From an optimization exercise on the open Yosys and OpenROAD flow, aimed at small area; shortcuts taken in it are not production practice.
In this exercise RTL edits were held to simulation tests only and were not proved equivalent to the original.
Power and IR drop assume default switching activity.

**config.mk**
```make
export PLATFORM = sky130hd
export DESIGN_NAME = fpMulPrepTop
export DESIGN_NICKNAME = fpMulPrepTop
export VERILOG_FILES = /design/flow/design.v
export SDC_FILE = /design/flow/constraint.sdc
export NUM_CORES = 4
export LEC_CHECK = 0
export CAP_MARGIN = 20
export CORE_AREA = 5 5 435 435
export DIE_AREA = 0 0 440 440
export SLEW_MARGIN = 20
```
**constraint.sdc**
```tcl
create_clock -name core_clock -period 8.0 [get_ports {clk}]
set_input_delay 1.6000 -clock core_clock [delete_from_list [all_inputs] [get_ports {clk}]]
set_output_delay 1.6000 -clock core_clock [all_outputs]
set_load 0.01 [all_outputs]
```
**design.v**
```verilog
`default_nettype none
package fpPrepPkg;
    typedef enum logic [1:0] {
        MODE_FP16 = 2'b00,
        MODE_FP32 = 2'b01,
        MODE_RSVD = 2'b10,
        MODE_OFF  = 2'b11
    } precMode_t;
    typedef enum logic {
        TILE_HHLL = 1'b0,   
        TILE_HLHL = 1'b1    
    } tileOrder_t;
    localparam int LANES       = 16;   
    localparam int GROUP_LANES = 4;    
    localparam int OPERAND_W   = 256;
    localparam int FP16_W      = 16;
    localparam int FP16_EXP_W  = 5;
    localparam int FP16_FRAC_W = 10;
    localparam int FP32_W      = 32;
    localparam int FP32_EXP_W  = 8;
    localparam int FP32_FRAC_W = 23;
    localparam int TILE_W    = 13;
    localparam int TILE_LO_W = 13;   
    typedef logic [7:0]        expField_t;   
    typedef logic [9:0]        expSum_t;     
    typedef logic [TILE_W-1:0] manTile_t;
    localparam logic [GROUP_LANES*10-1:0] FP32_LANE_OFFSET = {
        10'd0,
        10'd13,
        10'd13,
        10'd26
    };
endpackage
`default_nettype wire
`default_nettype none
module fpMulPrepTop (
    input  wire logic                                   clk,
    input  wire logic                                   rstn,
    input  wire logic [fpPrepPkg::OPERAND_W-1:0]        i_a,
    input  wire logic [fpPrepPkg::OPERAND_W-1:0]        i_b,
    input  wire fpPrepPkg::precMode_t                   i_mode,
    output logic [fpPrepPkg::LANES-1:0]                 o_sign,
    output fpPrepPkg::expSum_t  [fpPrepPkg::LANES-1:0]  o_exp,
    output fpPrepPkg::manTile_t [fpPrepPkg::LANES-1:0]  o_manA,
    output fpPrepPkg::manTile_t [fpPrepPkg::LANES-1:0]  o_manB,
    output fpPrepPkg::precMode_t                        o_mode
);
    fpPrepPkg::precMode_t modeQ;
    always_ff @(posedge clk or negedge rstn) begin
        if (!rstn) modeQ <= fpPrepPkg::MODE_OFF;
        else       modeQ <= i_mode;
    end
    logic m16, m32;
    assign m16 = (modeQ == fpPrepPkg::MODE_FP16);
    assign m32 = (modeQ == fpPrepPkg::MODE_FP32);
    logic [15:0]      sx16;      
    logic [15:0]      hidA16, hidB16;
    logic [15:0]      zA16, zB16;
    logic [9:0]       fracA16 [16];
    logic [9:0]       fracB16 [16];
    logic [5:0]       sum16   [16];
    logic [3:0]       sx32;
    logic [30:0]      wA32 [4];   
    logic [30:0]      wB32 [4];
    logic [8:0]       sum32 [4];
    for (genvar l = 0; l < 8; l++) begin : gLo
        logic [14:0] aQ, bQ;
        logic        lcin;
        always_ff @(posedge clk) begin
            aQ <= i_a[16*l +: 15];
            bQ <= i_b[16*l +: 15];
        end
        if (l % 2 == 0) begin : gEven
            logic aS, bS;
            always_ff @(posedge clk) begin
                aS <= i_a[16*l+15];
                bS <= i_b[16*l+15];
            end
            assign sx16[l] = aS ^ bS;
            assign lcin    = 1'b0;
        end else begin : gOdd
            logic sx;
            logic [3:0] lo3;   
            always_ff @(posedge clk) begin
                sx <= i_a[16*l+15] ^ i_b[16*l+15];
            end
            assign sx16[l] = sx;
            assign lo3     = {1'b0, aQ[9:7]} + {1'b0, bQ[9:7]};
            assign lcin    = lo3[3] & modeQ[0];
            assign sum32[l/2] = {sum16[l], lo3[2:0]};
        end
        assign hidA16[l]  = |aQ[14:10];
        assign hidB16[l]  = |bQ[14:10];
        assign fracA16[l] = aQ[9:0];
        assign fracB16[l] = bQ[9:0];
        assign sum16[l]   = {1'b0, aQ[14:10]} + {1'b0, bQ[14:10]} + {5'd0, lcin};
    end
    for (genvar g = 0; g < 4; g++) begin : gW32
        assign sx32[g] = sx16[2*g+1];
        assign wA32[g] = {gLo[2*g+1].aQ, gLo[2*g].gEven.aS, gLo[2*g].aQ};
        assign wB32[g] = {gLo[2*g+1].bQ, gLo[2*g].gEven.bS, gLo[2*g].bQ};
    end
    for (genvar l = 8; l < 16; l++) begin : gHi
        logic       sx, hA, hB;
        logic [5:0] es;
        logic [9:0] fA, fB;
        always_ff @(posedge clk) begin
            sx <= i_a[16*l+15] ^ i_b[16*l+15];
            hA <= |i_a[16*l+10 +: 5];
            hB <= |i_b[16*l+10 +: 5];
            es <= {1'b0, i_a[16*l+10 +: 5]} + {1'b0, i_b[16*l+10 +: 5]};
            fA <= i_a[16*l +: 10];
            fB <= i_b[16*l +: 10];
        end
        assign sx16[l]    = sx;
        assign hidA16[l]  = hA;
        assign hidB16[l]  = hB;
        assign fracA16[l] = fA;
        assign fracB16[l] = fB;
        assign sum16[l]   = es;
    end
    for (genvar l = 0; l < 16; l++) begin : gZ
        assign zA16[l] = ~hidA16[l] & ~|fracA16[l];
        assign zB16[l] = ~hidB16[l] & ~|fracB16[l];
    end
    for (genvar l = 0; l < 16; l++) begin : gOut
        localparam int G = l / 4;
        localparam int P = l % 4;
        logic        v16, v32;
        logic        hidA32, hidB32;
        logic [12:0] tA16, tB16, tA32, tB32;
        logic [9:0]  e32;
        assign v16 = m16 & ~zA16[l] & ~zB16[l];
        assign v32 = m32 & (|wA32[G]) & (|wB32[G]);
        assign hidA32 = |wA32[G][30:23];
        assign hidB32 = |wB32[G][30:23];
        assign tA16 = {2'b00, hidA16[l], fracA16[l]};
        assign tB16 = {2'b00, hidB16[l], fracB16[l]};
        assign tA32 = (P < 2)      ? {2'b00, hidA32, wA32[G][22:13]} : wA32[G][12:0];
        assign tB32 = (P % 2 == 0) ? {2'b00, hidB32, wB32[G][22:13]} : wB32[G][12:0];
        assign e32 = {1'b0, sum32[G]} + fpPrepPkg::FP32_LANE_OFFSET[P*10 +: 10];
        assign o_sign[l] = (v16 & sx16[l]) | (v32 & sx32[G]);
        assign o_exp[l]  = ({10{v16}} & {4'd0, sum16[l]}) | ({10{v32}} & e32);
        assign o_manA[l] = ({13{m16}} & tA16) | ({13{m32}} & tA32);
        assign o_manB[l] = ({13{m16}} & tB16) | ({13{m32}} & tB32);
    end
    assign o_mode = modeQ;
endmodule
`default_nettype wire
```
**flow/run.sh**
```bash
#!/bin/bash
# Standard layout, but port buffers are the smallest buffer and CTS adds no dummy loads.
export BUFFER_PORTS_ARGS="-buffer_cell sky130_fd_sc_hd__buf_1"
export CTS_ARGS="-sink_clustering_enable -repair_clock_nets -dont_use_dummy_load"
bash standard.sh > standard.log 2>&1
```
**standard.sh**
```bash
#!/bin/bash
# synth_recipe.tcl (not shown) runs the flow's synth.tcl, then flattens the netlist and writes it again
# the make line also repeats each setting of config.mk as NAME=value (left out here)
make -C /OpenROAD-flow-scripts/flow DESIGN_CONFIG=/design/flow/config.mk WORK_HOME=/design/flow/orfs CLKGATE_MAP_FILE= SYNTH_SCRIPT=/design/flow/synth_recipe.tcl "${@:-finish}"
```
==> results.ini, run 1 <==
[status]
status = complete, no violations

[sta]
setup_viol = 0
slew_headroom_pct = 22.5
fin_crit_ns = 6.41
setup_tns_ns = 0
slew_violations = 0
timing.final.crit_share_pct = 80.1
finalHoldViolCount = 0
rsz0062_at_grt = no
fmax_ghz = 0.156
tightest_slew_ns = 1.16

[die]
start_util_pct = 12.1
die_w_um = 440
rows = 157
ioPinCount = 1110
coreArea_mm2 = 0.183
die-area_mm2 = 0.194
die_h_um = 440

[yosys]
yosysWarnings = 7
synthCells = 2546
synthArstFlopShare_pct = 0.412
synth_edf_count = 0
ys_seq_area_share_pct = 43.7
syn_area_mm2 = 0.0223
ys_ff_latch = 486
syn_area_per_cell_um2 = 8.75
synthFlopType = dfxtp_1
ys_types = 61

[worst_hold_path]
hp-class = primary input to asynchronous set/reset pin

[clocking]
clock_sinks = 486
path_clk_slew_ns = 0.05
cts_tree = yes
htree_levels = 3
cts-buffers-inserted = 68
cts_root_buf = clkbuf_16
ctsResizeCount = 0
hold_buffers = 0
cts_setup_buffers = 0
clk_path_buf_depth = 3

[routing]
ant_nets = 0
wire_per_inst_um = 32.9
drtIter0Drc = 1981
wl_um = 200000
vias_per_cell = 4.00
drtPass1Iterations = 5
drc_errors = 0
vias = 24200

[grt]
antenna_found_initial = 88
overflow = 0
grt_pass1_vias = 23900
grt_max_degree = 188
track_usage_pct = 19.6
grt_pass1_wl_um = 247000

[worst_setup_path]
startpoint_type = register
crit_arrival_ns = 4.81
end_kind = output pin
worstSetupPathType = register to output pin
required_ns = 6.40
cp_max_fo = 55

[finish]
fin_util_pct = 16.7
seqCellArea_mm2 = 0.00975
synthToLayoutAreaGrowth_pct = 37.9
num-fill-cells = 21100
drive_gt1_share_pct = 3.89
multiInputGateArea_mm2 = 0.0114
nNetsFinal = 4211

[power]
leakage_nw = 11.2
power.total_w = 0.00700
power_density_mw_per_mm2 = 228
ir_drop_mv = 0.151

[placed_design]
io_buffers = 1073
globalplace.congestion = 0.991
dp_hpwl_um = 175000

[flow_run]
cap_violations = 0

## synth_stat cells, types with 21 or more instances
master	number	area (um^2)
inv_1	100	375
nor3_1	36	180
clkbuf_1	101	379
o22ai_1	42	263
a21o_1	32	240
xnor2_1	71	622
xor2_1	36	315
nand2_1	250	938
a21oi_1	397	1990
and2_1	21	131
a22o_1	33	289
o21ai_0	26	130
ha_1	100	1250
nand2b_1	342	2140
nor2_1	92	345
nor4_1	95	594
dfxtp_1	484	9690
fa_1	24	480
buf_4	69	518
## placed cells by master (no fill, tap or decap), types with 33 or more instances in the layout
cell type  Yosys  routed
inv_1        100     100
o22ai_1       42      42
xor2_1        36      35
conb_1         1      36
nor3_1        36      36
buf_4         69      36
a21oi_1      397     397
nor2_1        92      91
dfxtp_1      484     484
nor4_1        95      90
a22o_1        33      33
buf_1         12    1073
xnor2_1       71      71
nand2b_1     342     342
nand2_1      250     250
ha_1         100     100
clkbuf_16      0      68
## how the worst max path moves through the flow
stage	from	to	slack [ns]	depth (start not counted)
global placement	modeQ[0]$_DFF_PN1_	o_exp[147]	2.33	9
global route	modeQ[0]$_DFF_PN1_	o_exp[69]	1.36	10
finish	modeQ[0]$_DFF_PN1_	o_exp[69]	1.59	10
floorplan	modeQ[0]$_DFF_PN1_	o_exp[149]	2.33	14
detailed placement	modeQ[0]$_DFF_PN1_	o_exp[128]	2.32	9
CTS	modeQ[0]$_DFF_PN1_	o_exp[128]	1.57	9
## flip-flops by register name (all words and copies together), names as in the netlist
| signal | count |
|---|---|
| gLo.gOdd.sx | 4 |
| gHi.fA | 80 |
| gHi.hA | 8 |
| gHi.sx | 8 |
| gLo.aQ | 120 |
| gHi.hB | 8 |
| gHi.es | 48 |
| gLo.gEven.bS | 4 |
| gLo.gEven.aS | 4 |
| gLo.bQ | 120 |
| modeQ | 2 |
| gHi.fB | 80 |
## cells by family after synthesis
logic type               count (synthesis)  share of synthesized area (%)
AO/OA/AOI/OAI                          615                           16.1
XOR/XNOR                               107                           4.21
adder cells (fa/ha/maj)                124                           7.77
buffers and inverters                  293                           6.18
flip-flops                             486                           43.7
other                                    1                         0.0168
AND/OR/NAND/NOR                        920                           22.0
## routing by layer
layer | routed length (um) | part of all wire [%] | up-vias | track usage [%]
li1 | - | - | 10700 | -
met5 | 88 | 0.044 | - | 0
met1 | 75100 | 38 | 12000 | 22.2
met3 | 16300 | 8.2 | 295 | 5.80
met4 | 7830 | 3.9 | 12 | 7.36
met2 | 100000 | 50 | 1295 | 34.6
## cell type report
class / count / area share, %
inverter: 102 / 1.25
multi-input combinational: 1802 / 37.1
tap: 2464 / 10.0
antenna: 31 / 0.252
sequential: 486 / 31.7
timing repair buffer: 1111 / 14.1
clock buffer: 68 / 5.54
## critical path, cell delays in order (launching register included)
cell	delay, ns
dfstp_4	1.04
nor2b_1	0.24
fa_1	0.22
inv_1	0.06
fa_1	0.45
nand2b_1	0.18
a21oi_1	0.25
xor2_1	0.53
nand2_1	0.17
nor4_1	0.73
buf_1	0.25
## power breakdown
part           switching (W)  internal [W]  leakage [nW]  total (W)
Clock                0.00115       0.00148         0.838    0.00263
Combinational        0.00110      0.000494          6.31    0.00159
Sequential          0.000196       0.00259          4.10    0.00278
Total                0.00244       0.00456          11.2    0.00700
## through the flow
step           hold WS [ns]  cells  worst slack [ns]  instance area (um^2)
3_3_place_gp           1.60   5965              2.33                 28900
3_5_place_dp           1.61   5965              2.32                 28900
6_report              0.942   6064              1.59                 30700
5_1_grt               0.904   6055              1.36                 30700
4_1_cts               0.876   6033              1.57                 30600
2_1_floorplan          1.45   2581              2.33                 22400
==> inputs of run 2 (changes only) <==
==> run.sh (new file) <==
#!/bin/bash
# synth_recipe.tcl (not shown) runs the flow's synth.tcl, then flattens the netlist and writes it again
# the make line also repeats each setting of config.mk as NAME=value (left out here)
make -C /OpenROAD-flow-scripts/flow DESIGN_CONFIG=/design/flow/config.mk WORK_HOME=/design/flow/orfs CLKGATE_MAP_FILE= SYNTH_SCRIPT=/design/flow/synth_recipe.tcl finish
removed: flow/run.sh
removed: standard.sh
==> results.ini, run 2 <==
[status]
status = complete, no violations

[die]
die-area_mm2 = 0.194  ; unchanged
rows = 157  ; unchanged
ioPinCount = 1110  ; unchanged
die_h_um = 440  ; unchanged
die_w_um = 440  ; unchanged
start_util_pct = 12.1  ; unchanged
coreArea_mm2 = 0.183  ; unchanged

[sta]
setup_tns_ns = 0  ; unchanged
tightest_slew_ns = 0.981  ; -0.182 ns
fin_crit_ns = 6.73  ; +0.319 ns
slew_headroom_pct = 33.7  ; +11 points
fmax_ghz = 0.149  ; -4.7%
timing.final.crit_share_pct = 84.1  ; +4.0 points
finalHoldViolCount = 0  ; unchanged
hold_ws_ns = 1.31  ; +0.367 ns
rsz0062_at_grt = no
setup_viol = 0  ; unchanged
slew_violations = 0  ; unchanged
setup_slack_ns = 1.27  ; -0.319 ns

[grt]
grt_pass1_vias = 24000  ; +0.61%
grt_max_degree = 125  ; -34%
track_usage_pct = 19.9  ; +0.31 points
antenna_found_initial = 83  ; -5.7%
overflow = 0  ; unchanged
grt_pass1_wl_um = 250000  ; +1.5%

[finish]
drive_gt1_share_pct = 5.00  ; +1.1 points
nNetsFinal = 4211  ; unchanged
reg.largest.list = gLo.aQ: 120 flops, gLo.bQ: 120 flops
synthToLayoutAreaGrowth_pct = 70.5
layout_commonest_cell = clkdlybuf4s50_1
finalInstanceArea_mm2 = 0.0380  ; +24%
fin_util_pct = 20.7  ; +4.0 points
final_cell_mix = clkdlybuf4s50_1 (1073), dfxtp_1 (484), a21oi_1 (397)

[placed_design]
globalplace.congestion = 0.948  ; -4.3%
dp_hpwl_um = 177000  ; +1.0%
post-place-ws_ns = 2.10  ; -0.222 ns
place_area_mm2 = 0.0356  ; +23%
io_buffers = 1073  ; unchanged

[worst_setup_path]
crit_slowest_cell = dfstp_4
critical_path.max_stage_delay_ns = 0.85  ; -0.19 ns
path_cells = nor2b_1 > fa_1 > inv_1 > fa_1 > nand2b_1 > a21oi_1 > xor2_1 > nand2_1 > nor4_1 > clkdlybuf4s50_1
crit_arrival_ns = 5.13  ; +0.32 ns
crit_top_cell = fa_1
required_ns = 6.40  ; about the same
worstSetupPathType = register to output pin
end_kind = output pin
startpoint_type = register
cp_max_fo = 19  ; -65%

[clocking]
clk_path_buf_depth = 3  ; unchanged
htree_levels = 3  ; unchanged
cts_root_buf = clkbuf_16
ctsResizeCount = 0  ; unchanged
clock_sinks = 486  ; unchanged
cts_tree = yes
path_clk_slew_ns = 0.07  ; +0.02 ns
cts-buffers-inserted = 67  ; -1.5%
cts_setup_buffers = 0  ; unchanged
hold_buffers = 0  ; unchanged

[yosys]
ys_seq_area_share_pct = 43.7  ; unchanged
synth_edf_count = 0  ; unchanged
syn_area_mm2 = 0.0223  ; unchanged
ys_types = 61  ; unchanged
yosysTopAreaCellShare_pct = 43.5  ; unchanged
yosysTopAreaCell = dfxtp_1
synthFlopType = dfxtp_1
ys_ff_latch = 486  ; unchanged
yosysMostFrequentCell = dfxtp_1
synthCells = 2546  ; unchanged
syn_area_per_cell_um2 = 8.75  ; unchanged
synth.area.top_cells = dfxtp_1 (43%), nand2b_1 (9.6%), a21oi_1 (8.9%), ha_1 (5.6%), nand2_1 (4.2%)
synth_common_cells = dfxtp_1 (484), a21oi_1 (397), nand2b_1 (342)
synthArstFlopShare_pct = 0.412  ; unchanged
yosysWarnings = 7  ; unchanged

[routing]
drtPass1Iterations = 6  ; +1
wl_um = 202000  ; +1.5%
ant_nets = 0  ; unchanged
vias_per_cell = 3.96  ; -0.92%
drtIter0Drc = 2077  ; +4.8%
vias = 24200  ; -0.25%
drc_errors = 0  ; unchanged
wire_per_inst_um = 33.2  ; +0.79%

[flow_run]
cap_violations = 0  ; unchanged

[worst_hold_path]
hp-class = primary input to asynchronous set/reset pin

[power]
leakage_nw = 14.3  ; +27%
power_density_mw_per_mm2 = 211  ; -7.4%
ir_drop_mv = 0.136  ; -9.8%

run 2: cell types whose count changed in the layout (fill, tap and decap cells not counted), moves of 8 or more:
| cell | previous run | this run |
|---|---|---|
| clkdlybuf4s50_1 | 0 | 1073 |
| inv_6 | 0 | 8 |
| diode_2 | 31 | 18 |
| clkbuf_1 | 0 | 10 |
| clkbuf_8 | 0 | 10 |
| buf_1 | 1073 | 0 |
run 2: path summary, 6_finish.rpt:
kind	from	end	slack [ns]	depth (start not counted)
max	modeQ[0]$_DFF_PN1_	o_exp[69]	1.27	10
min	rstn	modeQ[1]$_DFF_PN1_	1.31	1
max in group asynchronous	rstn	modeQ[0]$_DFF_PN1_	6.67	1
min in group core_clock	i_mode[0]	modeQ[0]$_DFF_PN1_	1.35	1
run 2: cell type report:
class                           count  area [um^2]
Tap cell                         2464         3080
Sequential cell                   486         9750
Antenna cell                       18         45.0
Fill cell                       20300       145000
Timing Repair Buffer             1112        11000
Clock buffer                       89         1900
Multi-Input combinational cell   1802        11400
Clock inverter                     32          410
Inverter                          102          383
run 2: power by group:
group	total [W]	switching (W)	internal, W
Combinational	0.00204	0.00112	0.000922
Sequential	0.00277	0.000185	0.00258
Clock	0.00321	0.00135	0.00187
run 2: cells by family after synthesis:
kind of cell | count (synthesis) | synth area share [%]
AO/OA/AOI/OAI | 615 | 16.1
other | 1 | 0.0168
AND/OR/NAND/NOR | 920 | 22.0
adder cells (fa/ha/maj) | 124 | 7.77
flip-flops | 486 | 43.7
XOR/XNOR | 107 | 4.21
buffers and inverters | 293 | 6.18
run 2: per-layer routing:
metal	GRT usage [%]	up-vias	wire length [um]
met4	7.93	14	8990
met1	22.6	11800	76900
met3	5.28	313	15100
met5	0	-	90
li1	-	10700	-
met2	35.2	1283	101000
run 2: critical path, delay by kind of cell (launching register included):
| kind | cells | cell delay [ns] |
|---|---|---|
| flip-flops | 1 | 0.85 |
| XOR/XNOR | 1 | 0.53 |
| adder cells (fa/ha/maj) | 2 | 0.67 |
| buffers and inverters | 2 | 0.81 |
| AO/OA/AOI/OAI | 1 | 0.23 |
| AND/OR/NAND/NOR | 4 | 1.34 |
run 2: metrics by stage:
step                      total power, W  std cells
after floorplan                  0.00353       2581
after detailed placement         0.00486       5965
after CTS                        0.00815       6086
after global routing             0.00833       6099
after global placement           0.00487       5965
final                            0.00802       6105
==> inputs of run 3 (changes only) <==
==> flow/run.sh (new file) <==
#!/bin/bash
# Standard layout, but port buffers are the smallest buffer and the clock tree
# uses small clock buffers without dummy loads.
export BUFFER_PORTS_ARGS="-buffer_cell sky130_fd_sc_hd__buf_1"
export CTS_ARGS="-sink_clustering_enable -repair_clock_nets -dont_use_dummy_load -buf_list sky130_fd_sc_hd__clkbuf_4"
bash standard.sh > standard.log 2>&1
==> standard.sh (new file) <==
#!/bin/bash
# synth_recipe.tcl (not shown) runs the flow's synth.tcl, then flattens the netlist and writes it again
# the make line also repeats each setting of config.mk as NAME=value (left out here)
make -C /OpenROAD-flow-scripts/flow DESIGN_CONFIG=/design/flow/config.mk WORK_HOME=/design/flow/orfs CLKGATE_MAP_FILE= SYNTH_SCRIPT=/design/flow/synth_recipe.tcl "${@:-finish}"
--- a/config.mk
+++ b/config.mk
@@ -5,7 +5,8 @@
 export SDC_FILE = /design/flow/constraint.sdc
 export NUM_CORES = 4
 export LEC_CHECK = 0
+export ABC_AREA = 1
 export CAP_MARGIN = 20
-export CORE_AREA = 5 5 435 435
-export DIE_AREA = 0 0 440 440
+export CORE_AREA = 5 5 215 215
+export DIE_AREA = 0 0 220 220
 export SLEW_MARGIN = 20
removed: run.sh
==> results.ini, run 3 <==
[yosys]
syn_area_mm2 = 0.0224  ; +0.66%
synth.area.top_cells = dfxtp_1 (43%), nand2_1 (8.8%), inv_1 (7.2%), o22ai_1 (6.2%), ha_1 (5.6%)
yosysTopAreaCellShare_pct = 43.2  ; -0.29 points
yosysMostFrequentCell = nand2_1
ys_types = 37  ; -39%
synth_edf_count = 0  ; unchanged
ys_ff_latch = 486  ; unchanged
syn_area_per_cell_um2 = 7.78  ; -11%
ys_seq_area_share_pct = 43.4  ; -0.29 points
synth_common_cells = nand2_1 (525), dfxtp_1 (484), inv_1 (430)
yosysTopAreaCell = dfxtp_1
synthCells = 2885  ; +13%
synthArstFlopShare_pct = 0.412  ; unchanged
yosysWarnings = 7  ; unchanged
synthFlopType = dfxtp_1

[status]
stop_stage = 3_2_place_iop
firstError = [ERROR PPL-0024] Number of IO pins (1110) exceeds maximum number of available positions (790). Increase the die perimeter from 880.00um to 1509.60um.
status = did not finish

[die]
die_h_um = 220  ; -50%
die_w_um = 220  ; -50%
rows = 77  ; -51%
start_util_pct = 51.1  ; +39 points

==> run 3: cell types whose count changed after synthesis, sizes merged, moves of 104 or more <==
cell,delta
a21oi,-341
inv,+333
nand2,+279
nand2b,-342
nand3,+167
nand4,+123
nor2,+128
o21ai,+104
o22ai,+181
==> run 3: cells by family after synthesis <==
| group | count (synthesis) | synth area share (%) |
|---|---|---|
| flip-flops | 486 | 43.4 |
| AO/OA/AOI/OAI | 436 | 11.2 |
| buffers and inverters | 607 | 11.8 |
| adder cells (fa/ha/maj) | 124 | 7.72 |
| AND/OR/NAND/NOR | 1162 | 23.2 |
| other | 1 | 0.0167 |
| XOR/XNOR | 69 | 2.69 |
==> inputs of run 4 (changes only) <==
==> flow/run.sh (replaced) <==
#!/bin/bash
# The standard layout with these changes:
#  - synthesis maps logic with abc's area-oriented default script and without
#    ORFS's adder extraction (abc_override.tcl); registers are untouched;
#  - port buffers use the smallest buffer cell;
#  - IO pins may sit one track apart, so a smaller die fits all 1110 pins;
#  - the clock tree uses clkbuf_8 cells, up to 12 registers per leaf buffer, and no dummy loads.
set -euo pipefail
W=$PWD
{ head -n 1 synth_recipe.tcl; cat flow/abc_override.tcl; tail -n +2 synth_recipe.tcl; } > synth_area.tcl
sed -e "s#SYNTH_SCRIPT=[^ ]*#SYNTH_SCRIPT=$W/synth_area.tcl ADDER_MAP_FILE=#" standard.sh > standard_area.sh
grep -q "SYNTH_SCRIPT=$W/synth_area.tcl" standard_area.sh
export BUFFER_PORTS_ARGS="-buffer_cell sky130_fd_sc_hd__buf_1"
export PLACE_PINS_ARGS="-min_distance 1 -min_distance_in_tracks"
export CTS_ARGS="-sink_clustering_enable -repair_clock_nets -dont_use_dummy_load -buf_list sky130_fd_sc_hd__clkbuf_8 -sink_clustering_size 12 -sink_clustering_max_diameter 50"
bash standard_area.sh > standard.log 2>&1
==> flow/abc_override.tcl (new file) <==
# Map with abc's default area-oriented liberty script instead of ORFS's
# delay-driven one (the clock period leaves ample slack). Only the
# combinational mapping changes: registers are mapped before this by dfflibmap.
proc abc {args} {
  foreach opt {-script -D} {
    set i [lsearch -exact $args $opt]
    if {$i >= 0} { set args [lreplace $args $i [expr {$i + 1}]] }
  }
  yosys abc {*}$args
}
--- a/config.mk
+++ b/config.mk
@@ -5,8 +5,7 @@
 export SDC_FILE = /design/flow/constraint.sdc
 export NUM_CORES = 4
 export LEC_CHECK = 0
-export ABC_AREA = 1
 export CAP_MARGIN = 20
-export CORE_AREA = 5 5 215 215
-export DIE_AREA = 0 0 220 220
+export CORE_AREA = 5 5 235 235
+export DIE_AREA = 0 0 240 240
 export SLEW_MARGIN = 20
==> results.ini, run 4 <==
[die]
ioPinCount = 1110
die_h_um = 240  ; +9.1%
coreArea_mm2 = 0.0524
rows = 84  ; +9.1%
start_util_pct = 37.3  ; -14 points
die-area_mm2 = 0.0576
die_w_um = 240  ; +9.1%

[worst_setup_path]
crit_top_cell = nor3_1
startpoint_type = register
required_ns = 6.40
critical_path.max_stage_delay_ns = 0.66
cp_max_fo = 14
crit_slowest_cell = nor3_1
worstSetupPathType = register to output pin
end_kind = output pin
crit_arrival_ns = 4.49
path_cells = or3_1 > nor3_1 > nand3_1 > nor3_1 > nand3b_1 > o211a_1 > and2_1 > o21ai_0 > nand2_1 > buf_1

[routing]
wl_um = 121000
wire_per_inst_um = 32.2
drtIter0Drc = 1951
vias_per_cell = 5.74
vias = 21600
drtPass1Iterations = 6
drc_errors = 0
ant_nets = 0

[flow_run]
cap_violations = 0

[yosys]
synth_common_cells = dfxtp_1 (484), a22o_1 (344), nand2_1 (219)
synth_edf_count = 0  ; unchanged
ys_ff_latch = 486  ; unchanged
syn_area_per_cell_um2 = 9.85  ; +27%
ys_types = 43  ; +16%
synth.area.top_cells = dfxtp_1 (50%), a22o_1 (15%), xnor2_1 (5.0%), nand2_1 (4.2%), xor2_1 (3.0%)
ys_seq_area_share_pct = 49.8  ; +6.4 points
synthArstFlopShare_pct = 0.412  ; unchanged
syn_area_mm2 = 0.0195  ; -13%
synthCells = 1984  ; -31%
yosysWarnings = 7  ; unchanged
synthFlopType = dfxtp_1
yosysTopAreaCell = dfxtp_1
yosysTopAreaCellShare_pct = 49.6  ; +6.4 points
yosysMostFrequentCell = dfxtp_1

[power]
power.total_w = 0.00547
leakage_nw = 9.53
power_density_mw_per_mm2 = 220
ir_drop_mv = 0.129

[finish]
final_cell_mix = buf_1 (1073), dfxtp_1 (484), a22o_1 (344)
drive_gt1_share_pct = 3.39
nNetsFinal = 3525
layout_commonest_cell = buf_1
synthToLayoutAreaGrowth_pct = 27.0
fin_cells = 3758
reg.largest.list = gLo.aQ: 120 flops, gLo.bQ: 120 flops

[sta]
timing.final.crit_share_pct = 76.1
slew_headroom_pct = 25.1
slew_violations = 0
setup_viol = 0
rsz0062_at_grt = no
finalHoldViolCount = 0
fin_crit_ns = 6.09
setup_tns_ns = 0
tightest_slew_ns = 1.12
fmax_ghz = 0.164

[clocking]
htree_levels = 2
ctsResizeCount = 0
clock_sinks = 486
clk_path_buf_depth = 3
cts_setup_buffers = 0
cts_tree = yes
cts-buffers-inserted = 57
cts_root_buf = clkbuf_8
hold_buffers = 0
path_clk_slew_ns = 0.07

[grt]
overflow = 0
antenna_found_initial = 71
track_usage_pct = 38.8
grt_pass1_vias = 20600
grt_pass1_wl_um = 159000
grt_max_degree = 143

[placed_design]
globalplace.congestion = 1.05
numPlacedInstances = 3638
dp_hpwl_um = 99800
io_buffers = 1073

[status]
status = complete, no violations

[worst_hold_path]
hp-class = primary input to asynchronous set/reset pin

run 4: cell types whose count changed after synthesis, moves of 41 or more:
cell,previous run,this run
a22o_1,0,344
buf_2,72,0
clkbuf_1,27,93
ha_1,100,0
inv_1,430,21
nand2_1,525,219
nand3_1,179,11
nand4_1,131,7
nor2_1,214,85
nor4_1,19,85
o21ai_1,41,0
o22ai_1,223,15
xnor2_1,18,112
run 4: routing by layer:
metal / GRT usage (%) / part of all wire [%] / vias up / wire length (um)
li1: - / - / 9196 / -
met1: 44.6 / 36 / 10200 / 43900
met5: 1.18 / 0.22 / - / 271
met4: 28.5 / 8.6 / 28 / 10500
met2: 55.6 / 41 / 1679 / 49700
met3: 19.0 / 14 / 425 / 16800
run 4: worst max-delay path, delay by kind of cell, from the launching register on:
kind | cells | cell delay [ns]
and+or+nand+nor | 7 | 2.42
buffers and inverters | 1 | 0.16
DFF | 1 | 0.47
AOI/OAI and AO/OA | 2 | 0.76
run 4: through the flow:
stage	cell area [um^2]	worst slack, ns	hold slack, ns	util [%]
after global routing	24800	1.78	0.901	47.3
after CTS	24700	1.87	0.870	47.0
after floorplan	19700	3.61	1.45	-
final	24800	1.91	0.935	47.3
after global placement	23900	2.65	1.67	45.5
after detailed placement	23900	2.65	1.64	45.5
run 4: layout make-up:
class / instances / area (um^2)
diodes: 63 / 158
clock buffers: 57 / 785
fillers: 5368 / 27600
inverters: 21 / 78.8
multi-input cells: 1351 / 9020
flip-flops and latches: 486 / 9740
well taps: 688 / 861
repair buffers: 1092 / 4190
run 4: where the power goes:
| part | switching, W | internal [W] |
|---|---|---|
| clock | 0.000878 | 0.000627 |
| sequential | 0.000175 | 0.00258 |
| combinational | 0.000784 | 0.000421 |
run 4: final timing paths:
check	startpoint	endpoint	slack, ns	cells after the start
worst max-delay path	gLo[6].bQ[10]$_DFF_P_	o_exp[131]	1.91	10
worst min-delay path	rstn	modeQ[1]$_DFF_PN1_	0.94	1
max in group asynchronous	rstn	modeQ[0]$_DFF_PN1_	7.02	1
min in group core_clock	i_mode[1]	modeQ[1]$_DFF_PN1_	0.96	1
run 4: cell families (layout without fill, tap and decap cells):
logic type,after synthesis,count (layout),synth area share [%]
simple gates,545,545,13.1
compound gates,541,541,21.6
flops,486,486,49.8
buf+inv,182,1170,4.80
xor+xnor,181,181,8.15
fa+ha+maj,40,40,2.07
mux,8,8,0.410
other cells,1,99,0.0192
==> inputs of run 5 (changes only) <==
--- a/config.mk
+++ b/config.mk
@@ -6,6 +6,6 @@
 export NUM_CORES = 4
 export LEC_CHECK = 0
 export CAP_MARGIN = 20
-export CORE_AREA = 5 5 235 235
-export DIE_AREA = 0 0 240 240
+export CORE_AREA = 5 5 200 200
+export DIE_AREA = 0 0 205 205
 export SLEW_MARGIN = 20
==> results.ini, run 5 <==
[status]
status = complete, no violations

[placed_design]
dp_hpwl_um = 84700  ; -15%
numPlacedInstances = 3456  ; -5.0%
io_buffers = 1073  ; unchanged
globalplace.congestion = 1.06  ; +1.5%

[yosys]
synth_common_cells = dfxtp_1 (484), a22o_1 (344), nand2_1 (219)
yosysTopAreaCellShare_pct = 49.6  ; unchanged
yosysMostFrequentCell = dfxtp_1
ys_ff_latch = 486  ; unchanged
synthArstFlopShare_pct = 0.412  ; unchanged
syn_area_per_cell_um2 = 9.85  ; unchanged
ys_seq_area_share_pct = 49.8  ; unchanged
synthCells = 1984  ; unchanged
syn_area_mm2 = 0.0195  ; unchanged
yosysWarnings = 7  ; unchanged
synth.area.top_cells = dfxtp_1 (50%), a22o_1 (15%), xnor2_1 (5.0%), nand2_1 (4.2%), xor2_1 (3.0%)
yosysTopAreaCell = dfxtp_1
synthFlopType = dfxtp_1
ys_types = 43  ; unchanged
synth_edf_count = 0  ; unchanged

[worst_hold_path]
hp-class = primary input to asynchronous set/reset pin

[worst_setup_path]
crit_slowest_cell = xnor2_1
startpoint_type = register
end_kind = output pin
crit_top_cell = o21ai_0
crit_end = o_exp[65]
path_cells = nand2_1 > o21ai_0 > maj3_1 > nand2_1 > xnor2_1 > o21ai_0 > o21ai_0 > o21ai_0 > buf_1
crit_arrival_ns = 4.22  ; -0.27 ns
required_ns = 6.40  ; about the same
startpoint = gLo[3].aQ[7]$_DFF_P_
cp_num_buf_inv = 1  ; unchanged
worstSetupPathType = register to output pin
cp_top_family = compound AO/OA/AOI/OAI gates
worst-path-stages = 9  ; -1
critical_path.max_stage_delay_ns = 0.81  ; +0.15 ns
cp_max_fo = 8  ; -6

[finish]
drive_gt1_share_pct = 3.07  ; -0.32 points
synthToLayoutAreaGrowth_pct = 25.0
reg.largest.list = gLo.aQ: 120 flops, gLo.bQ: 120 flops
nNetsFinal = 3514  ; -0.31%
final_cell_mix = buf_1 (1073), dfxtp_1 (484), a22o_1 (344)
layout_commonest_cell = buf_1
fin_cells = 3549  ; -5.6%

[routing]
vias = 22000  ; +1.8%
drtIter0Drc = 2391  ; +23%
vias_per_cell = 6.19  ; +7.8%
ant_nets = 0  ; unchanged
wl_um = 105000  ; -13%
drc_errors = 0  ; unchanged
wire_per_inst_um = 29.7  ; -7.8%
drtPass1Iterations = 9  ; +3

[flow_run]
cap_violations = 0  ; unchanged

[grt]
grt_pass1_vias = 20700  ; +0.16%
grt_max_degree = 111  ; -22%
grt_pass1_wl_um = 141000  ; -11%
track_usage_pct = 46.4  ; +7.6 points
overflow = 0  ; unchanged
antenna_found_initial = 47  ; -34%

[power]
leakage_nw = 9.46  ; -0.75%
power_density_mw_per_mm2 = 218  ; -1.1%
ir_drop_mv = 0.162  ; +26%

[clocking]
clock_sinks = 486  ; unchanged
cts-buffers-inserted = 51  ; -11%
htree_levels = 2  ; unchanged
hold_buffers = 0  ; unchanged
clk_path_buf_depth = 3  ; unchanged
ctsResizeCount = 0  ; unchanged
cts_root_buf = clkbuf_8
cts_setup_buffers = 0  ; unchanged
path_clk_slew_ns = 0.08  ; about the same
cts_tree = yes

[die]
die_w_um = 205  ; -15%
coreArea_mm2 = 0.0376  ; -28%
die_h_um = 205  ; -15%
die-area_mm2 = 0.0420  ; -27%
rows = 71  ; -15%
ioPinCount = 1110  ; unchanged
start_util_pct = 52.0  ; +15 points

[sta]
rsz0062_at_grt = no
fmax_ghz = 0.172  ; +4.6%
fin_crit_ns = 5.82  ; -0.268 ns
timing.final.crit_share_pct = 72.8  ; -3.4 points
slew_violations = 0  ; unchanged
setup_viol = 0  ; unchanged
setup_tns_ns = 0  ; unchanged
finalHoldViolCount = 0  ; unchanged
slew_headroom_pct = 26.7  ; +1.7 points
tightest_slew_ns = 1.10  ; -0.0248 ns

## run 5: cell counts after synthesis
No cell type changed its count.
## run 5: area by class of cell
cell class | count | area [um^2]
timing repair buffer | 1087 | 4140
sequential | 486 | 9740
clock buffer | 51 | 702
antenna | 42 | 105
fill | 3367 | 13100
inverter | 21 | 78.8
tap | 511 | 639
multi-input combinational | 1351 | 9030
## run 5: logic make-up after synthesis
group | synth area share (%)
compound gates | 21.6
simple gates | 13.1
flops | 49.8
other cells | 0.0192
fa+ha+maj | 2.07
buf+inv | 4.80
xor+xnor | 8.15
mux | 0.410
## run 5: worst min-delay path by stage
stage,from,endpoint,slack (ns),cells past startpoint
after floorplan,rstn,modeQ[0]$_DFF_PN1_,1.45,0
after detailed placement,rstn,modeQ[1]$_DFF_PN1_,1.63,1
after global placement,rstn,modeQ[1]$_DFF_PN1_,1.63,1
after global routing,rstn,modeQ[1]$_DFF_PN1_,0.98,1
final,rstn,modeQ[1]$_DFF_PN1_,1.0,1
after CTS,rstn,modeQ[1]$_DFF_PN1_,0.94,1
## run 5: layer usage
layer	part of all wire (%)	wire length (um)	track usage [%]
met5	0.30	319	3.69
met2	42	43900	66.9
met4	9.5	10100	37.0
met3	15	16000	22.6
met1	33	35200	51.7
## run 5: power by group
part | total, W | switching (W) | leakage, nW | internal [W]
Sequential | 0.00274 | 0.000164 | 4.10 | 0.00258
Combinational | 0.00117 | 0.000759 | 4.99 | 0.000414
Clock | 0.00140 | 0.000837 | 0.367 | 0.000565
Total | 0.00532 | 0.00176 | 9.46 | 0.00356
## run 5: through the flow
step                hold WS (ns)  area [um^2]  utilization (%)  total power, W  setup WS [ns]
global placement            1.63        23600             62.8         0.00389           3.13
detailed placement          1.63        23600             62.8         0.00390           3.06
floorplan                   1.45        19700                -         0.00338           3.61
finish                     0.996        24400             65.0         0.00532           2.18
CTS                        0.938        24300             64.7         0.00525           2.35
global route               0.977        24400             64.9         0.00547           2.03
==> inputs of run 6 (changes only) <==
==> flow/run.sh (replaced) <==
#!/bin/bash
# The standard layout with these changes:
#  - synthesis maps logic with abc's area-oriented default script and without
#    ORFS's adder extraction (abc_override.tcl); registers are untouched;
#  - port buffers use the smallest buffer cell;
#  - IO pins may sit one track apart, so a smaller die fits all 1110 pins;
#  - the clock tree uses clkbuf_16 cells, up to 24 registers per leaf buffer, and no dummy loads.
set -euo pipefail
W=$PWD
{ head -n 1 synth_recipe.tcl; cat flow/abc_override.tcl; tail -n +2 synth_recipe.tcl; } > synth_area.tcl
sed -e "s#SYNTH_SCRIPT=[^ ]*#SYNTH_SCRIPT=$W/synth_area.tcl ADDER_MAP_FILE=#" standard.sh > standard_area.sh
grep -q "SYNTH_SCRIPT=$W/synth_area.tcl" standard_area.sh
export BUFFER_PORTS_ARGS="-buffer_cell sky130_fd_sc_hd__buf_1"
export PLACE_PINS_ARGS="-min_distance 1 -min_distance_in_tracks"
export CTS_ARGS="-sink_clustering_enable -repair_clock_nets -dont_use_dummy_load -buf_list sky130_fd_sc_hd__clkbuf_16 -sink_clustering_size 24 -sink_clustering_max_diameter 60"
bash standard_area.sh > standard.log 2>&1
--- a/config.mk
+++ b/config.mk
@@ -6,6 +6,6 @@
 export NUM_CORES = 4
 export LEC_CHECK = 0
 export CAP_MARGIN = 20
-export CORE_AREA = 5 5 200 200
-export DIE_AREA = 0 0 205 205
+export CORE_AREA = 5 5 235 235
+export DIE_AREA = 0 0 240 240
 export SLEW_MARGIN = 20
==> results.ini, run 6 <==
[status]
status = complete, no violations

[clocking]
cts-buffers-inserted = 44  ; -14%
htree_levels = 2  ; unchanged
clk_path_buf_depth = 3  ; unchanged
clock_sinks = 486  ; unchanged
cts_root_buf = clkbuf_16
hold_buffers = 0  ; unchanged
ctsResizeCount = 0  ; unchanged
path_clk_slew_ns = 0.07  ; about the same
cts_setup_buffers = 0  ; unchanged
cts_tree = yes

[routing]
ant_nets = 0  ; unchanged
wire_per_inst_um = 32.3  ; +8.7%
drtIter0Drc = 2102  ; -12%
wl_um = 121000  ; +15%
drc_errors = 0  ; unchanged
vias = 21500  ; -2.1%
drtPass1Iterations = 8  ; -1
vias_per_cell = 5.74  ; -7.2%

[power]
p_switching_w = 0.00186  ; +5.7%
power.total_w = 0.00583  ; +9.6%
p_seq_share_pct = 47.3  ; -4.3 points
ir_drop_mv = 0.151  ; -6.6%
power_density_mw_per_mm2 = 232  ; +6.5%
power_frac_comb_pct = 20.7  ; -1.4 points
p_clk_share_pct = 32.0  ; +5.6 points
p_int_w = 0.00397  ; +12%
swShare_pct = 31.9  ; -1.2 points
leakage_nw = 9.66  ; +2.2%

[grt]
track_usage_pct = 38.8  ; -7.6 points
grt_pass1_wl_um = 159000  ; +12%
grt_pass1_vias = 20600  ; -0.57%
antenna_found_initial = 64  ; +36%
grt_max_degree = 143  ; +29%
overflow = 0  ; unchanged

[die]
die_h_um = 240  ; +17%
die-area_mm2 = 0.0576  ; +37%
rows = 84  ; +18%
ioPinCount = 1110  ; unchanged
start_util_pct = 37.3  ; -15 points
coreArea_mm2 = 0.0524  ; +40%
die_w_um = 240  ; +17%

[flow_run]
cap_violations = 0  ; unchanged

[finish]
nNetsFinal = 3512  ; -0.057%
layout_commonest_cell = buf_1
num-fill-cells = 5325  ; +58%
final_cell_mix = buf_1 (1073), dfxtp_1 (484), a22o_1 (344)
drive_gt1_share_pct = 2.97  ; -0.098 points
multiInputGateArea_mm2 = 0.00902  ; about the same
synthToLayoutAreaGrowth_pct = 28.6
reg.largest.list = gLo.aQ: 120 flops, gLo.bQ: 120 flops
seqCellArea_mm2 = 0.00974  ; unchanged

[yosys]
synth_edf_count = 0  ; unchanged
synth.area.top_cells = dfxtp_1 (50%), a22o_1 (15%), xnor2_1 (5.0%), nand2_1 (4.2%), xor2_1 (3.0%)
yosysTopAreaCellShare_pct = 49.6  ; unchanged
yosysMostFrequentCell = dfxtp_1
syn_area_per_cell_um2 = 9.85  ; unchanged
yosysWarnings = 7  ; unchanged
ys_ff_latch = 486  ; unchanged
synth_common_cells = dfxtp_1 (484), a22o_1 (344), nand2_1 (219)
yosysTopAreaCell = dfxtp_1
syn_area_mm2 = 0.0195  ; unchanged
synthArstFlopShare_pct = 0.412  ; unchanged
ys_types = 43  ; unchanged
synthFlopType = dfxtp_1
synthCells = 1984  ; unchanged
ys_seq_area_share_pct = 49.8  ; unchanged

[sta]
timing.final.crit_share_pct = 75.2  ; +2.4 points
setup_tns_ns = 0  ; unchanged
tightest_slew_ns = 1.13  ; +0.0348 ns
fin_crit_ns = 6.02  ; +0.194 ns
slew_violations = 0  ; unchanged
finalHoldViolCount = 0  ; unchanged
slew_headroom_pct = 24.1  ; -2.7 points
rsz0062_at_grt = no
setup_viol = 0  ; unchanged
fmax_ghz = 0.166  ; -3.2%

[worst_setup_path]
crit_arrival_ns = 4.42  ; +0.20 ns
end_kind = output pin
crit_end = o_exp[131]
required_ns = 6.40  ; about the same
cp_max_fo = 14  ; +6
worstSetupPathType = register to output pin
startpoint_type = register
startpoint = gLo[6].bQ[10]$_DFF_P_

[placed_design]
dp_hpwl_um = 99800  ; +18%
globalplace.congestion = 1.05  ; -1.5%
io_buffers = 1073  ; unchanged

[worst_hold_path]
hp-class = primary input to asynchronous set/reset pin

-- run 6: cell counts after synthesis --
No cell type changed its count.
-- run 6: cell type report --
type	instances	share of cell area [%]
diodes	60	0.597
clock buffers	44	4.38
inverters	21	0.314
multi-input cells	1351	35.9
flip-flops and latches	486	38.8
well taps	688	3.42
repair buffers	1092	16.7
-- run 6: per-stage QoR --
step	cells	utilization, %	worst slack (ns)	hold WS, ns	area (um^2)
after floorplan	2019	-	3.61	1.45	19700
after global placement	3638	45.5	2.65	1.67	23900
after detailed placement	3638	45.5	2.65	1.64	23900
after CTS	3682	47.6	2.01	1.01	25000
after global routing	3728	47.9	1.88	1.04	25100
final	3742	47.9	1.98	1.07	25100
-- run 6: worst max-delay path, stage by stage (launching register included) --
cell and delay (ns):
dfxtp_1 0.47, or3_1 0.41, nor3_1 0.65, nand3_1 0.14
nor3_1 0.61, nand3b_1 0.24, o211a_1 0.37, and2_1 0.24
o21ai_0 0.40, nand2_1 0.12, buf_1 0.16
-- run 6: cell families (layout without fill, tap and decap cells) --
| group | Yosys count | count (layout) | share of synthesized area [%] |
|---|---|---|---|
| multiplexers | 8 | 8 | 0.410 |
| flip-flops | 486 | 486 | 49.8 |
| XOR/XNOR | 181 | 181 | 8.15 |
| adder cells (fa/ha/maj) | 40 | 40 | 2.07 |
| buffers and inverters | 182 | 1157 | 4.80 |
| AND/OR/NAND/NOR | 545 | 545 | 13.1 |
| AO/OA/AOI/OAI | 541 | 541 | 21.6 |
| other | 1 | 96 | 0.0192 |
-- run 6: power groups by stage --
stage	Sequential, W	Clock, W	Combinational [W]
floorplan	0.00271	0	0.000668
global placement	0.00280	0	0.00116
global route	0.00276	0.00198	0.00126
CTS	0.00275	0.00189	0.00117
detailed placement	0.00280	0	0.00116
finish	0.00275	0.00187	0.00121
-- run 6: worst min path at each step --
stage	slack, ns	start	endpoint
after floorplan	1.45	rstn	modeQ[0]$_DFF_PN1_
after global placement	1.67	rstn	modeQ[1]$_DFF_PN1_
after detailed placement	1.64	rstn	modeQ[1]$_DFF_PN1_
after CTS	1.01	rstn	modeQ[0]$_DFF_PN1_
after global routing	1.04	rstn	modeQ[0]$_DFF_PN1_
final	1.07	rstn	modeQ[0]$_DFF_PN1_
-- run 6: metal layers --
layer	global-route usage, %	vias to the layer above	wire length, um
li1	-	9172	-
met1	44.4	10200	43400
met2	56.6	1703	50300
met3	19.4	424	17100
met4	26.4	24	9720
met5	2.02	-	237
==> inputs of run 7 (changes only) <==
==> flow/run.sh (replaced) <==
#!/bin/bash
# The standard layout with these changes:
#  - synthesis maps logic with abc's area-oriented default script and without
#    ORFS's adder extraction (abc_override.tcl); registers are untouched;
#  - port buffers use the smallest buffer cell;
#  - IO pins may sit one track apart, so a smaller die fits all 1110 pins;
#  - the clock tree uses clkbuf_4 cells and no dummy loads.
set -euo pipefail
W=$PWD
{ head -n 1 synth_recipe.tcl; cat flow/abc_override.tcl; tail -n +2 synth_recipe.tcl; } > synth_area.tcl
sed -e "s#SYNTH_SCRIPT=[^ ]*#SYNTH_SCRIPT=$W/synth_area.tcl ADDER_MAP_FILE=#" standard.sh > standard_area.sh
grep -q "SYNTH_SCRIPT=$W/synth_area.tcl" standard_area.sh
export BUFFER_PORTS_ARGS="-buffer_cell sky130_fd_sc_hd__buf_1"
export PLACE_PINS_ARGS="-min_distance 1 -min_distance_in_tracks"
export CTS_ARGS="-sink_clustering_enable -repair_clock_nets -dont_use_dummy_load -buf_list sky130_fd_sc_hd__clkbuf_4"
bash standard_area.sh > standard.log 2>&1
==> results.ini, run 7 <==
[sta]
fmax_ghz = 0.156  ; -6.0%
setup_tns_ns = 0  ; unchanged
slew_headroom_pct = 24.3  ; +0.19 points
finalHoldViolCount = 0  ; unchanged
hold_ws_ns = 0.639  ; -0.429 ns
slew_violations = 0  ; unchanged
tightest_slew_ns = 1.14  ; +0.00217 ns
timing.final.crit_share_pct = 80.0  ; +4.8 points
fin_crit_ns = 6.40  ; +0.387 ns
rsz0062_at_grt = no
setup_slack_ns = 1.60  ; -0.387 ns
setup_viol = 0  ; unchanged

[routing]
ant_nets = 0  ; unchanged
wire_per_inst_um = 31.9  ; -1.3%
drc_errors = 0  ; unchanged
wl_um = 122000  ; +1.2%
vias = 22000  ; +2.4%
drtPass1Iterations = 5  ; -3
vias_per_cell = 5.74  ; -0.10%
drtIter0Drc = 2006  ; -4.6%

[worst_setup_path]
crit_arrival_ns = 4.80  ; +0.38 ns
worstSetupPathType = register to output pin
worst-path-stages = 10  ; unchanged
crit_top_cell = nor3_1
startpoint_type = register
end_kind = output pin
cp_num_buf_inv = 1  ; unchanged
crit_end = o_exp[131]
critical_path.max_stage_delay_ns = 0.66  ; about the same
crit_slowest_cell = nor3_1
startpoint = gLo[6].bQ[10]$_DFF_P_
cp_max_fo = 14  ; unchanged
path_cells = or3_1 > nor3_1 > nand3_1 > nor3_1 > nand3b_1 > o211a_1 > and2_1 > o21ai_0 > nand2_1 > buf_1
required_ns = 6.40  ; about the same
cp_top_family = simple AND/OR/NAND/NOR gates

[clocking]
cts_root_buf = clkbuf_4
hold_buffers = 0  ; unchanged
path_clk_slew_ns = 0.06  ; about the same
htree_levels = 4  ; +2
cts-buffers-inserted = 135  ; +210%
cts_tree = yes
ctsResizeCount = 0  ; unchanged
cts_setup_buffers = 0  ; unchanged
clk_path_buf_depth = 3  ; unchanged
clock_sinks = 486  ; unchanged

[grt]
grt_pass1_vias = 21300  ; +3.8%
overflow = 0  ; unchanged
antenna_found_initial = 65  ; +1.6%
grt_max_degree = 143  ; unchanged
track_usage_pct = 39.6  ; +0.77 points
grt_pass1_wl_um = 161000  ; +1.4%

[yosys]
synthCells = 1984  ; unchanged
syn_area_per_cell_um2 = 9.85  ; unchanged
synth_adder_area_share_pct = 2.07  ; unchanged
yosysTopAreaCellShare_pct = 49.6  ; unchanged
synthFlopType = dfxtp_1
syn_area_mm2 = 0.0195  ; unchanged
ys_seq_area_share_pct = 49.8  ; unchanged
yosysWarnings = 7  ; unchanged
synth.area.top_cells = dfxtp_1 (50%), a22o_1 (15%), xnor2_1 (5.0%), nand2_1 (4.2%), xor2_1 (3.0%)
synthArstFlopShare_pct = 0.412  ; unchanged
yosysTopAreaCell = dfxtp_1
synth-compound-area-share_pct = 21.6  ; unchanged
ys_ff_latch = 486  ; unchanged
ys_types = 43  ; unchanged
synthXorXnorAreaFrac_pct = 8.15  ; unchanged
synth_edf_count = 0  ; unchanged
yosys.area_share.simple_pct = 13.1  ; unchanged
synth_common_cells = dfxtp_1 (484), a22o_1 (344), nand2_1 (219)
yosysMostFrequentCell = dfxtp_1
synth_top_family_by_area = compound AO/OA/AOI/OAI gates
synth_mux_area_share_pct = 0.410  ; unchanged

[power]
power_density_mw_per_mm2 = 227  ; -1.9%
leakage_nw = 9.74  ; +0.82%
ir_drop_mv = 0.119  ; -21%
power.total_w = 0.00570  ; -2.2%

[finish]
layout_commonest_cell = buf_1
reg.largest.list = gLo.aQ: 120 flops, gLo.bQ: 120 flops
finalInstanceArea_mm2 = 0.0251  ; -0.31%
num-fill-cells = 5395  ; +1.3%
synthToLayoutAreaGrowth_pct = 28.2
drive_gt1_share_pct = 5.83  ; +2.9 points
nNetsFinal = 3603  ; +2.6%
final_cell_mix = buf_1 (1073), dfxtp_1 (484), a22o_1 (344)

[placed_design]
globalplace.congestion = 1.05  ; unchanged
io_buffers = 1073  ; unchanged
post-place-ws_ns = 2.65  ; unchanged
place_area_mm2 = 0.0239  ; unchanged
dp_hpwl_um = 99800  ; unchanged

[die]
die-area_mm2 = 0.0576  ; unchanged
die_w_um = 240  ; unchanged
start_util_pct = 37.3  ; unchanged
ioPinCount = 1110  ; unchanged
coreArea_mm2 = 0.0524  ; unchanged
die_h_um = 240  ; unchanged
rows = 84  ; unchanged

[status]
status = complete, no violations

[flow_run]
cap_violations = 0  ; unchanged

[worst_hold_path]
hp-class = primary input to asynchronous set/reset pin

==> run 7: cell counts after synthesis <==
Identical to the previous run, type by type.
==> run 7: power by group <==
part | switching, W | internal [W]
clock network | 0.000967 | 0.000764
logic | 0.000788 | 0.000421
registers | 0.000176 | 0.00258
total | 0.00193 | 0.00377
==> run 7: area by class of cell <==
type | instances | area (um^2) | share of cell area, %
Inverter | 21 | 78.8 | 0.315
Timing Repair Buffer | 1092 | 4190 | 16.7
Tap cell | 688 | 861 | 3.43
Antenna cell | 64 | 160 | 0.639
Sequential cell | 486 | 9740 | 38.9
Multi-Input combinational cell | 1351 | 9020 | 36.0
Clock buffer | 135 | 1010 | 4.04
==> run 7: per-stage QoR <==
stage | utilization [%] | instances
after floorplan | - | 2019
after global placement | 45.5 | 3638
after detailed placement | 45.5 | 3638
after CTS | 47.5 | 3773
after global routing | 47.7 | 3817
final | 47.8 | 3837
==> run 7: cells by family (layout without fill, tap and decap cells) <==
group | Yosys count | in the layout
xor+xnor | 181 | 181
compound gates | 541 | 541
simple gates | 545 | 545
buf+inv | 182 | 1248
flops | 486 | 486
other cells | 1 | 100
mux | 8 | 8
fa+ha+maj | 40 | 40
==> run 7: how the worst min path moves through the flow <==
stage	cells after the start	start	slack [ns]	end
after CTS	1	rstn	0.55	modeQ[1]$_DFF_PN1_
after floorplan	0	rstn	1.45	modeQ[0]$_DFF_PN1_
after detailed placement	1	rstn	1.64	modeQ[1]$_DFF_PN1_
after global placement	1	rstn	1.67	modeQ[1]$_DFF_PN1_
final	1	rstn	0.64	modeQ[1]$_DFF_PN1_
after global routing	1	rstn	0.58	modeQ[1]$_DFF_PN1_
==> run 7: routing by layer <==
| layer | GRT usage [%] | part of all wire (%) | vias up |
|---|---|---|---|
| met1 | 44.8 | 36 | 10400 |
| met3 | 20.8 | 15 | 436 |
| met2 | 56.5 | 41 | 1770 |
| met5 | 1.18 | 0.18 | - |
| li1 | - | - | 9401 |
| met4 | 28.9 | 8.2 | 20 |
==> inputs of run 8 (changes only) <==
==> flow/run.sh (replaced) <==
#!/bin/bash
# The standard layout with these changes:
#  - synthesis maps logic with abc's area-oriented default script and without
#    ORFS's adder extraction (abc_override.tcl); registers are untouched;
#  - port buffers use the smallest buffer cell;
#  - IO pins may sit one track apart, so a smaller die fits all 1110 pins;
#  - the clock tree uses clkbuf_8 cells, up to 16 registers per leaf buffer, and no dummy loads.
set -euo pipefail
W=$PWD
{ head -n 1 synth_recipe.tcl; cat flow/abc_override.tcl; tail -n +2 synth_recipe.tcl; } > synth_area.tcl
sed -e "s#SYNTH_SCRIPT=[^ ]*#SYNTH_SCRIPT=$W/synth_area.tcl ADDER_MAP_FILE=#" standard.sh > standard_area.sh
grep -q "SYNTH_SCRIPT=$W/synth_area.tcl" standard_area.sh
export BUFFER_PORTS_ARGS="-buffer_cell sky130_fd_sc_hd__buf_1"
export PLACE_PINS_ARGS="-min_distance 1 -min_distance_in_tracks"
export CTS_ARGS="-sink_clustering_enable -repair_clock_nets -dont_use_dummy_load -buf_list sky130_fd_sc_hd__clkbuf_8 -sink_clustering_size 16 -sink_clustering_max_diameter 60"
bash standard_area.sh > standard.log 2>&1
==> results.ini, run 8 <==
[die]
die_w_um = 240  ; unchanged
ioPinCount = 1110  ; unchanged
coreArea_mm2 = 0.0524  ; unchanged
die_h_um = 240  ; unchanged
rows = 84  ; unchanged
start_util_pct = 37.3  ; unchanged
die-area_mm2 = 0.0576  ; unchanged

[finish]
multiInputGateArea_mm2 = 0.00902  ; unchanged
seqCellArea_mm2 = 0.00974  ; unchanged
num-fill-cells = 5368  ; -0.50%
fin_util_pct = 47.1  ; -0.70 points
fin_cells = 3754  ; -2.2%
synthToLayoutAreaGrowth_pct = 26.4
reg.largest.list = gLo.aQ: 120 flops, gLo.bQ: 120 flops
layout_commonest_cell = buf_1
nNetsFinal = 3514  ; -2.5%
final_cell_mix = buf_1 (1073), dfxtp_1 (484), a22o_1 (344)
drive_gt1_share_pct = 3.04  ; -2.8 points

[routing]
wire_per_inst_um = 32.2  ; +1.1%
routed.top_layer = met5
vias = 21500  ; -2.1%
wl_met2_um = 49500  ; -2.0%
drc_errors = 0  ; unchanged
wl_met3_um = 17100  ; -4.0%
drtIter0Drc = 1965  ; -2.0%
ant_nets = 0  ; unchanged
drtPass1Iterations = 7  ; +2
wl_um = 121000  ; -1.1%
vias_per_cell = 5.74  ; about the same
wl_met1_um = 43600  ; -0.45%

[flow_run]
cap_violations = 0  ; unchanged

[clocking]
cts_tree = yes
cts_root_buf = clkbuf_8
clk_path_buf_depth = 3  ; unchanged
hold_buffers = 0  ; unchanged
path_clk_slew_ns = 0.10  ; +0.04 ns
cts_setup_buffers = 0  ; unchanged
ctsResizeCount = 0  ; unchanged
cts-buffers-inserted = 46  ; -66%
clock_sinks = 486  ; unchanged
htree_levels = 2  ; -2

[placed_design]
numPlacedInstances = 3638  ; unchanged
dp_hpwl_um = 99800  ; unchanged
io_buffers = 1073  ; unchanged
globalplace.congestion = 1.05  ; unchanged

[sta]
setup_viol = 0  ; unchanged
rsz0062_at_grt = no
fin_crit_ns = 6.09  ; -0.311 ns
fmax_ghz = 0.164  ; +5.1%
slew_violations = 0  ; unchanged
setup_tns_ns = 0  ; unchanged
finalHoldViolCount = 0  ; unchanged
tightest_slew_ns = 1.14  ; +0.00338 ns
timing.final.crit_share_pct = 76.2  ; -3.9 points
slew_headroom_pct = 24.1  ; -0.23 points

[yosys]
synthArstFlopShare_pct = 0.412  ; unchanged
synth_edf_count = 0  ; unchanged
yosysMostFrequentCell = dfxtp_1
synth_common_cells = dfxtp_1 (484), a22o_1 (344), nand2_1 (219)
syn_area_per_cell_um2 = 9.85  ; unchanged
synthCells = 1984  ; unchanged
ys_ff_latch = 486  ; unchanged
synth.area.top_cells = dfxtp_1 (50%), a22o_1 (15%), xnor2_1 (5.0%), nand2_1 (4.2%), xor2_1 (3.0%)
syn_area_mm2 = 0.0195  ; unchanged
ys_types = 43  ; unchanged
yosysWarnings = 7  ; unchanged
ys_seq_area_share_pct = 49.8  ; unchanged
yosysTopAreaCell = dfxtp_1
synthFlopType = dfxtp_1
yosysTopAreaCellShare_pct = 49.6  ; unchanged

[worst_setup_path]
startpoint_type = register
end_kind = output pin
cp_max_fo = 14  ; unchanged
crit_arrival_ns = 4.49  ; -0.31 ns
required_ns = 6.40  ; about the same
worstSetupPathType = register to output pin

[grt]
antenna_found_initial = 73  ; +12%
track_usage_pct = 38.9  ; -0.70 points
grt_pass1_wl_um = 160000  ; -1.2%
grt_max_degree = 143  ; unchanged
grt_pass1_vias = 20600  ; -3.5%
overflow = 0  ; unchanged

[power]
power_density_mw_per_mm2 = 215  ; -5.6%
ir_drop_mv = 0.135  ; +14%
leakage_nw = 9.45  ; -3.0%

[worst_hold_path]
hp-class = primary input to asynchronous set/reset pin

[status]
status = complete, no violations

[run 8: cell counts after synthesis]
No cell type changed its count.
[run 8: through the flow]
step	setup WS (ns)	hold slack, ns	power [W]	instance area [um^2]
2_1_floorplan	3.61	1.45	0.00338	19700
3_3_place_gp	2.65	1.67	0.00396	23900
3_5_place_dp	2.65	1.64	0.00396	23900
4_1_cts	1.92	0.898	0.00529	24500
5_1_grt	1.80	0.929	0.00549	24600
6_report	1.91	0.965	0.00530	24700
[run 8: path summary, 6_finish.rpt]
check                                      start                  to  slack [ns]
worst max-delay path       gLo[6].bQ[10]$_DFF_P_          o_exp[131]        1.91
worst min-delay path                        rstn  modeQ[0]$_DFF_PN1_        0.96
max in group asynchronous                   rstn  modeQ[1]$_DFF_PN1_        6.98
min in group core_clock                i_mode[0]  modeQ[0]$_DFF_PN1_        1.00
[run 8: cell type report]
type,instances,share of cell area [%]
inverters,21,0.319
clock buffers,46,2.56
well taps,688,3.49
flip-flops and latches,486,39.4
diodes,70,0.709
multi-input cells,1351,36.5
repair buffers,1092,17.0
[run 8: logic make-up after synthesis]
| family | share of synthesized area [%] |
|---|---|
| adders and majority gates | 2.07 |
| other | 0.0192 |
| buffers and inverters | 4.80 |
| DFF | 49.8 |
| muxes | 0.410 |
| AOI/OAI and AO/OA | 21.6 |
| and+or+nand+nor | 13.1 |
| xor gates and xnor gates | 8.15 |
[run 8: critical path: stages (launching register included)]
cell and delay (ns):
dfxtp_1 0.48, or3_1 0.41, nor3_1 0.64, nand3_1 0.14, nor3_1 0.65, nand3b_1 0.26
o211a_1 0.38, and2_1 0.24, o21ai_0 0.37, nand2_1 0.12, buf_1 0.16
[run 8: report_power, final]
part | total (W) | internal, W | switching (W) | leakage [nW]
Combinational | 0.00121 | 0.000421 | 0.000785 | 5.02
Sequential | 0.00275 | 0.00258 | 0.000175 | 4.10
Clock | 0.00134 | 0.000513 | 0.000830 | 0.331
[run 8: routing by layer]
layer	vias to the layer above	global-route usage (%)
li1	9175	-
met1	10200	44.7
met2	1700	55.7
met3	446	19.2
met4	30	28.3
met5	-	2.02

## what the ideal ports hide
How much do the figures lean on ideal ports? The routed layouts below were timed once more, with nothing changed but the port constraints.
Step 1: set_driving_cell puts a clkbuf_16 on clk and a buf_2 on each other input, an assumption about the parent block.
Step 2, shift: input delay + t, output delay - t, t = (earliest + latest rising clock arrival at the registers) / 2. This alone moves slack from input paths to output paths.
Three values: ideal, step 1, step 2; two values: the first two.
run | shift t [ns] | slack for setup (ns) | worst setup path after step 2 | clock arrival spread, ns | pins driven straight from the clock port
run 1 | 0.721 | 1.590 / 1.503 / 2.224 | register to output | 0.081 / 0.081 | 1
run 2 | 0.759 | 1.271 / 1.181 / 1.940 | register to output | 0.026 / 0.026 | 1
run 4 | 0.740 | 1.910 / 1.852 / 2.592 | register to output | 0.072 / 0.072 | 1
run 5 | 0.690 | 2.178 / 2.124 / 2.813 | register to output | 0.048 / 0.049 | 1
run 6 | 0.639 | 1.984 / 1.928 / 2.567 | register to output | 0.065 / 0.065 | 1
run 7 | 1.019 | 1.597 / 1.541 / 2.560 | register to output | 0.088 / 0.088 | 1
run 8 | 0.701 | 1.908 / 1.849 / 2.550 | register to output | 0.058 / 0.058 | 1
After both steps setup and hold are still met in every run listed.
